Background: an optimization exercise with open tools, aiming at small area, a short achievable clock period and few clock cycles per item. Do not read the settings as production practice. Function was checked by simulation only, so behaviour that the tests miss may differ from the original. Power figures rest on the tool's default switching activity, not on a simulated workload.

==> flow/design.v <==
`timescale 1ns/1ps
module flitFifo (
  input  logic         clk,
  input  logic         rst,
  input  logic         wrEn,
  input  logic [16-1:0] wrData,
  input  logic         rdEn,
  output logic [16-1:0] rdData,
  output logic         full,
  output logic         empty
);
  localparam int AddrW = (4 > 1) ? $clog2(4) : 1;
  localparam int CntW = $clog2(4 + 1);
  logic [16-1:0] mem [0:4-1];
  logic [AddrW-1:0] wrPtr;
  logic [AddrW-1:0] rdPtr;
  logic [CntW-1:0] count;
  always_ff @(posedge clk) begin
    if (wrEn) begin
      mem[wrPtr] <= wrData;
    end
  end
  always_ff @(posedge clk) begin
    if (rst) begin
      wrPtr <= '0;
      rdPtr <= '0;
      count <= '0;
    end else begin
      if (wrEn) begin
        wrPtr <= (wrPtr == AddrW'(4 - 1)) ? '0 : wrPtr + 1'b1;
      end
      if (rdEn) begin
        rdPtr <= (rdPtr == AddrW'(4 - 1)) ? '0 : rdPtr + 1'b1;
      end
      if (wrEn && !rdEn) begin
        count <= count + 1'b1;
      end else if (rdEn && !wrEn) begin
        count <= count - 1'b1;
      end
    end
  end
  assign rdData = mem[rdPtr];
  assign full = (count == CntW'(4));
  assign empty = (count == '0);
endmodule
`timescale 1ns/1ps
module lbdrRoute (
  input  logic                  clk,
  input  logic                  rst,
  input  logic                  empty,
  input  logic [7:0]            rxyInit,
  input  logic [3:0]            cxInit,
  input  logic [4-1:0]    curAddrInit,
  input  logic [16-1:0] headFlit,
  output logic [5-1:0] ports
);
  logic [7:0] rxy;
  logic [3:0] cx;
  logic [4-1:0] curAddr;
  logic [1:0] xCur;
  logic [1:0] yCur;
  logic [4-1:0] dstAddr;
  logic [1:0] xDst;
  logic [1:0] yDst;
  logic goN;
  logic goE;
  logic goW;
  logic goS;
  logic [5-1:0] nextPorts;
  always_ff @(posedge clk) begin
    if (rst) begin
      rxy <= rxyInit;
      cx <= cxInit;
      curAddr <= curAddrInit;
    end
  end
  assign xCur = curAddr[1:0];
  assign yCur = curAddr[3:2];
  assign dstAddr = headFlit[16-4 -: 4];
  assign xDst = dstAddr[1:0];
  assign yDst = dstAddr[3:2];
  assign goN = (yDst < yCur);
  assign goE = (xCur < xDst);
  assign goW = (xDst < xCur);
  assign goS = (yCur < yDst);
  always_comb begin
    nextPorts = '0;
    nextPorts[0] = ((goN & ~goE & ~goW) | (goN & goE & rxy[0])
                        | (goN & goW & rxy[1])) & cx[0];
    nextPorts[1] = ((goE & ~goN & ~goS) | (goE & goN & rxy[2])
                        | (goE & goS & rxy[3])) & cx[1];
    nextPorts[2] = ((goW & ~goN & ~goS) | (goW & goN & rxy[4])
                        | (goW & goS & rxy[5])) & cx[2];
    nextPorts[3] = ((goS & ~goE & ~goW) | (goS & goE & rxy[6])
                        | (goS & goW & rxy[7])) & cx[3];
    nextPorts[4] = ~goN & ~goE & ~goW & ~goS;
  end
  always_ff @(posedge clk) begin
    if (rst || empty) begin
      ports <= '0;
    end else if (headFlit[16-1 -: 3] == 3'd1) begin
      ports <= nextPorts;
    end
  end
endmodule
`timescale 1ns/1ps
module inputPort (
  input  logic                  clk,
  input  logic                  rst,
  input  logic                  inValid,
  input  logic [16-1:0] inFlit,
  input  logic                  grantIn,
  input  logic [7:0]            rxyInit,
  input  logic [3:0]            cxInit,
  input  logic [4-1:0]    curAddrInit,
  output logic                  inReady,
  output logic [16-1:0] headFlit,
  output logic [5-1:0] portReq
);
  logic full;
  logic empty;
  logic wrEn;
  logic pop;
  logic [5-1:0] lbdrPorts;
  logic [5-1:0] routeReg;
  logic routePending;
  logic routeValid;
  logic routeZero;
  logic reqAny;
  assign inReady = ~full;
  assign wrEn = inValid & ~full;
  flitFifo fifo0 (
    .clk(clk), .rst(rst),
    .wrEn(wrEn), .wrData(inFlit),
    .rdEn(pop), .rdData(headFlit),
    .full(full), .empty(empty)
  );
  lbdrRoute lbdr0 (
    .clk(clk), .rst(rst), .empty(empty),
    .rxyInit(rxyInit), .cxInit(cxInit), .curAddrInit(curAddrInit),
    .headFlit(headFlit), .ports(lbdrPorts)
  );
  assign routeZero = routeValid & (routeReg == '0);
  assign reqAny = routeValid & ~routeZero & ~empty;
  assign portReq = reqAny ? routeReg : '0;
  assign pop = (routeZero & ~empty) | (grantIn & reqAny);
  always_ff @(posedge clk) begin
    if (rst) begin
      routePending <= 1'b0;
      routeValid <= 1'b0;
      routeReg <= '0;
    end else begin
      routePending <= !routeValid && !routePending && !empty
                      && (headFlit[16-1 -: 3] == 3'd1);
      if (routePending) begin
        routeValid <= 1'b1;
        routeReg <= lbdrPorts;
      end else if (pop && headFlit[16-1 -: 3] == 3'd3) begin
        routeValid <= 1'b0;
      end
    end
  end
endmodule
`timescale 1ns/1ps
module outArbiter (
  input  logic                  clk,
  input  logic                  rst,
  input  logic [5-1:0] req,
  input  logic [2:0]    fwdFlitId,
  output logic [5-1:0] grant
);
  localparam int PtrW = $clog2(5);
  logic [PtrW-1:0] lastWin;
  logic [PtrW-1:0] nextWin;
  logic [5-1:0] nextGrant;
  logic locked;
  always_comb begin
    logic [PtrW:0] idx;
    logic found;
    nextGrant = '0;
    nextWin = lastWin;
    found = 1'b0;
    for (int k = 1; k <= 5; k++) begin
      idx = ({1'b0, lastWin} + (PtrW+1)'(k)) % (PtrW+1)'(5);
      if (!found && req[idx]) begin
        found = 1'b1;
        nextGrant[idx] = 1'b1;
        nextWin = idx[PtrW-1:0];
      end
    end
  end
  always_ff @(posedge clk) begin
    if (rst) begin
      grant <= '0;
      locked <= 1'b0;
      lastWin <= PtrW'(5 - 1);
    end else if (locked) begin
      if (fwdFlitId == 3'd3) begin
        grant <= '0;
        locked <= 1'b0;
      end
    end else if (|req) begin
      grant <= nextGrant;
      locked <= 1'b1;
      lastWin <= nextWin;
    end
  end
endmodule
`timescale 1ns/1ps
module meshRouter (
  input  logic                           clk,
  input  logic                           rst,
  input  logic [7:0]                     rxyInit,
  input  logic [3:0]                     cxInit,
  input  logic [4-1:0]             curAddrInit,
  input  logic [5-1:0]          inValid,
  input  logic [5*16-1:0]  inFlit,
  output logic [5-1:0]          inReady,
  output logic [5-1:0]          outValid,
  output logic [5*16-1:0]  outFlit
);
  logic [5*5-1:0] portReq;
  logic [5*5-1:0] outReq;
  logic [5*5-1:0] grant;
  logic [5-1:0] grantIn;
  logic [5-1:0] xbarValid;
  logic [5*16-1:0] headFlit;
  logic [5*16-1:0] xbarFlit;
  logic [5*3-1:0] fwdFlitId;
  for (genvar g = 0; g < 5; g++) begin : gInPort
    inputPort inPort (
      .clk(clk), .rst(rst),
      .inValid(inValid[g]), .inFlit(inFlit[g*16 +: 16]),
      .grantIn(grantIn[g]),
      .rxyInit(rxyInit), .cxInit(cxInit), .curAddrInit(curAddrInit),
      .inReady(inReady[g]), .headFlit(headFlit[g*16 +: 16]),
      .portReq(portReq[g*5 +: 5])
    );
  end
  for (genvar g = 0; g < 5; g++) begin : gOutArb
    outArbiter arb (
      .clk(clk), .rst(rst),
      .req(outReq[g*5 +: 5]), .fwdFlitId(fwdFlitId[g*3 +: 3]),
      .grant(grant[g*5 +: 5])
    );
  end
  always_comb begin
    for (int o = 0; o < 5; o++) begin
      for (int i = 0; i < 5; i++) begin
        outReq[o*5 + i] = portReq[i*5 + o];
      end
    end
  end
  always_comb begin
    grantIn = '0;
    for (int o = 0; o < 5; o++) begin
      grantIn = grantIn | grant[o*5 +: 5];
    end
  end
  always_comb begin
    for (int o = 0; o < 5; o++) begin
      xbarFlit[o*16 +: 16] = '0;
      xbarValid[o] = |(grant[o*5 +: 5] & outReq[o*5 +: 5]);
      for (int i = 0; i < 5; i++) begin
        if (grant[o*5 + i]) begin
          xbarFlit[o*16 +: 16] = headFlit[i*16 +: 16];
        end
      end
      fwdFlitId[o*3 +: 3] = xbarValid[o] ? xbarFlit[o*16 + 16 - 3 +: 3]
                                         : 3'd2;
    end
  end
  always_ff @(posedge clk) begin
    if (rst) begin
      outValid <= '0;
    end else begin
      outValid <= xbarValid;
    end
  end
  always_ff @(posedge clk) begin
    outFlit <= xbarFlit;
  end
endmodule
`timescale 1ns/1ps
module nocRouter (
  input  logic                           clk,
  input  logic                           rst,
  input  logic [7:0]                     rxyInit,
  input  logic [3:0]                     cxInit,
  input  logic [4-1:0]             curAddrInit,
  input  logic [5-1:0]          inValid,
  input  logic [5*16-1:0]  inFlit,
  output logic [5-1:0]          inReady,
  output logic [5-1:0]          outValid,
  output logic [5*16-1:0]  outFlit
);
  meshRouter router0 (
    .clk(clk), .rst(rst),
    .rxyInit(rxyInit), .cxInit(cxInit), .curAddrInit(curAddrInit),
    .inValid(inValid), .inFlit(inFlit),
    .inReady(inReady), .outValid(outValid), .outFlit(outFlit)
  );
endmodule
==> flow/run.sh <==
#!/bin/bash
# synth_recipe.tcl (not shown) runs the flow's synth.tcl, then flattens the netlist and writes it again
# the make line also repeats each setting of config.mk as NAME=value (left out here)
make -C /OpenROAD-flow-scripts/flow DESIGN_CONFIG=/design/flow/config.mk WORK_HOME=/design/flow/orfs CLKGATE_MAP_FILE= SYNTH_SCRIPT=/design/flow/synth_recipe.tcl finish
==> flow/config.mk <==
export PLATFORM = sky130hd
export DESIGN_NAME = nocRouter
export DESIGN_NICKNAME = nocRouter
export VERILOG_FILES = /design/flow/design.v
export SDC_FILE = /design/flow/constraint.sdc
export NUM_CORES = 4
export LEC_CHECK = 0
export CAP_MARGIN = 20
export CORE_MARGIN = 2
export CORE_UTILIZATION = 40
export SLEW_MARGIN = 20
==> flow/constraint.sdc <==
create_clock -name core_clock -period 6.0 [get_ports {clk}]
set_input_delay 1.2000 -clock core_clock [delete_from_list [all_inputs] [get_ports {clk}]]
set_output_delay 1.2000 -clock core_clock [all_outputs]
set_load 0.01 [all_outputs]
==> notes.md <==
## cell families (layout without fill, tap and decap cells)
kind of cell	Yosys count	after routing	synth area share
multiplexers	188	188	0.0815
buffers and inverters	386	565	0.0410
adder cells (fa/ha/maj)	278	278	0.0957
flip-flops	571	571	0.402
other	0	2	0
AO/OA/AOI/OAI	1102	1102	0.200
XOR/XNOR	89	89	0.0223
AND/OR/NAND/NOR	1208	1208	0.157
## cell usage in the layout (no fill, tap or decap), drive strengths merged, types with 85 or more instances in the layout
cell	count
nand2	284
clkdlybuf4s50	191
ha	271
a22oi	85
dfxtp	235
inv	179
nor2	414
o21ai	180
clkbuf	92
nor3	104
mux4	88
edfxtp	336
mux2i	87
a21oi	340
## sequential cells by signal, summed over array words and instances, names as in the netlist, 15 cells and up, named ones only
signal and count:
router0.gInPort.inPort.fifo0.count 15, router0.gOutArb.arb.grant 25, router0.gInPort.inPort.fifo0.mem 320, router0.gInPort.inPort.lbdr0.ports 25
router0.outFlit 80, router0.gOutArb.arb.lastWin 15, router0.gInPort.inPort.routeReg 25
## report_power, final
part | leakage (nW) | switching [mW] | total [mW] | internal (mW)
Sequential | 4.99 | 0.153 | 4.57 | 4.42
Combinational | 9.22 | 1.24 | 1.93 | 0.683
Clock | 1.07 | 1.72 | 4.03 | 2.32
Total | 15.3 | 3.12 | 10.5 | 7.42
## worst reg2reg max path, delay by kind of cell (launching register included)
| kind | cells | cell delay, ns |
|---|---|---|
| AO/OA/AOI/OAI | 7 | 1.75 |
| XOR/XNOR | 2 | 0.60 |
| AND/OR/NAND/NOR | 4 | 0.97 |
| adder cells (fa/ha/maj) | 4 | 1.01 |
| buffers and inverters | 4 | 0.66 |
| flip-flops | 1 | 0.30 |
## worst min path at each step
| stage | from | end | slack [ns] |
|---|---|---|---|
| after global placement | router0.gInPort[2].inPort.lbdr0.ports[4] | router0.gInPort[2].inPort.routeReg[4] | 0.47 |
| final | router0.gInPort[4].inPort.routeValid | router0.gInPort[4].inPort.routePending | 0.48 |
| after global routing | router0.gInPort[4].inPort.routeValid | router0.gInPort[4].inPort.routePending | 0.50 |
| after detailed placement | router0.gInPort[4].inPort.routeValid | router0.gInPort[4].inPort.routePending | 0.47 |
| after floorplan | router0.gInPort[4].inPort.routeValid | router0.gInPort[4].inPort.routePending | 0.44 |
| after CTS | router0.gInPort[4].inPort.routeValid | router0.gInPort[4].inPort.routePending | 0.48 |
## routing by layer
metal / GRT usage / share of wire
met1: 0.322 / 0.43
met2: 0.379 / 0.46
met3: 0.0376 / 0.074
met4: 0.0913 / 0.039
met5: 0 / 0
## stage by stage
stage,instance area (sq um),setup slack [ns]
global placement,39900,0.847
CTS,42100,0.660
detailed placement,39900,0.693
finish,42100,0.609
floorplan,36800,0.313
global route,42100,0.166
## area by class of cell
class,instances,area (sq um),share of cell area
repair buffers,268,2490,0.0591
flip-flops and latches,571,14800,0.351
well taps,1186,1480,0.0352
inverters,175,657,0.0156
diodes,2,5.00,0.000119
multi-input cells,2865,20500,0.487
clock inverters,30,310,0.00737
clock buffers,92,1870,0.0444
==> impl_metrics.json <==
{
  "status": "timing/DRC/antenna clean",
  "p_total_mw": 10.5,
  "worstPathRequired_ns": 6.53,
  "post_cts_resized": 0,
  "yosysMostFrequentCell": "nor2_1",
  "startpoint": "router0.gOutArb[2].arb.lastWin[1]",
  "holdPathStages": 1,
  "clock_skew_ns": 0.0276,
  "synthCells": 3822,
  "hold_viol": 0,
  "grt_antenna_before_repair": 6,
  "yosysTopAreaCell": "edfxtp_1",
  "cts.sinks": 571,
  "setup_viol": 0,
  "synth_edf_count": 336,
  "ys.flop_type": "edfxtp_1",
  "place.gp.congestion": 0.948,
  "period_needed_ns": 5.39,
  "fmax_mhz": 186,
  "synth_fp_nets": 4202,
  "ys_top_cells_by_count": "nor2_1 (413), a21oi_1 (336), edfxtp_1 (336)",
  "ys_seq_area_frac": 0.402,
  "dp_hpwl_um": 84600,
  "crit_arrival_ns": 5.92,
  "numCtsBuffers": 66,
  "drt_first_pass_iters": 8,
  "path_delay_family": "compound AO/OA/AOI/OAI gates",
  "finalNonFillerCells": 5189,
  "layout.nets": 4327,
  "rsz0062_at_grt": "false",
  "postSynthAreaPerCell_sq_um": 9.63,
  "p_leak_nw": 15.3,
  "async_flop_share": 0,
  "synth.top_cell.area_share": 0.274,
  "finalMaxSlewViolations": 0,
  "r2r_end": "router0.gOutArb[2].arb.grant[2]",
  "power_density_nw_per_um2": 250,
  "peakVddDrop_mv": 0.195,
  "fill_cells": 8631,
  "cts_root_buf": "clkbuf_16",
  "synth_seq_cells": 571,
  "wl_um": 115000,
  "grt_pass1_wl_um": 174000,
  "rows": 111,
  "hold_class": "reg2reg",
  "tightestPinTransition_ns": 1.23,
  "maxCapViolations": 0,
  "slew_headroom": 0.172,
  "r2r-start": "router0.gOutArb[2].arb.lastWin[1]",
  "cp_slowest_stage_delay_ns": 0.45,
  "die_area_sq_um": 94500,
  "overflow": 0,
  "area_growth_pct": 14.5,
  "die_height_um": 307,
  "worst_r2r_path_depth": 21,
  "worstSetupPathType": "reg2reg",
  "grt_max_degree": 66,
  "cts_setup_buffers": 0,
  "cpMaxStageDelayCell": "o21ai_0",
  "core_area_sq_um": 91400,
  "drt_iter0_markers": 3109,
  "worstPathMaxFanout": 12,
  "synthTopCellsByArea": "edfxtp_1 (27%), dfxtp_1 (13%), ha_1 (9.2%)",
  "io_pins": 193,
  "syn_area_sq_um": 36800,
  "cp_cell_sequence": "buf_4, inv_1, ha_1, xnor2_1, clkinv_1, ha_1, nor2_1, a21oi_1, xnor2_1, ha_1, nand2b_1, a21o_1, nor2_1, o21ai_0, o21ai_0, inv_1, ha_1, or3_1, a21oi_1, a221oi_1, a311oi_1",
  "timing.hold.ws_ns": 0.480,
  "final_antenna_net_count": 0,
  "portBuffers": 192,
  "vias": 31100,
  "tns_ns": 0,
  "drive_gt1_frac": 0.0890,
  "wl_per_cell_um": 22.2,
  "cp_num_buf_inv": 4,
  "worstSetupEndpoint": "router0.gOutArb[2].arb.grant[2]",
  "clock_latency_ns": 0.63,
  "grt_util_all_layers": 0.237,
  "cts_hold_buf": 0,
  "via_per_inst": 5.99,
  "cts_tree": "yes",
  "crit_path_end_kind": "flip-flop",
  "fin_util": 0.461,
  "dp.cells": 5065,
  "r2r_slack_ns": 0.61,
  "timing.critical_path.mode_cell": "ha_1",
  "die_x_um": 307,
  "cts.clk_slew.worst_paths_ns": 0.06,
  "yosys_warnings": 5,
  "synth.distinct_cells": 107,
  "h-tree-depth": 3,
  "drc": 0,
  "grt_pass1_vias": 28900,
  "clock_path_buffers": 3,
  "fin_crit_sh": 0.898,
  "start_util": 0.403,
  "cp.depth": 21,
  "cp-start-kind": "flip-flop"
}
Testbench counts, summed over its fixed seeds: cycles 1,748, flits 5,366.

-- re-timing with driven ports --
Ports are ideal in the flow. The routed layout listed here was re-timed in OpenROAD. Step 1 (the two cells are an assumption about what drives the block):
set clk [get_ports {clk}]
set_driving_cell -lib_cell sky130_fd_sc_hd__clkbuf_16 $clk
set_driving_cell -lib_cell sky130_fd_sc_hd__buf_2 [delete_from_list [all_inputs] $clk]
Step 2 adds t to the input delays and takes it off the output delays; t is the mean of the earliest and latest rising clock arrival at the registers after step 1. Input paths then give back, and output paths get back, about the clock's delay inside the block. Slacks: no drivers / after step 1 / after step 2; pairs: no drivers / after step 1.
t (ns): 0.687
slack for setup (ns): 0.609 / 0.609 / 0.609
worst setup path after step 2: register to register
clock arrival spread, ns: 0.028 / 0.028
worst data-port slew with drivers (ns): 0.08
After both steps setup and hold are still met in this run. The setup slack of this run moves by 0.000 ns with the drivers and by 0.000 ns with both steps.
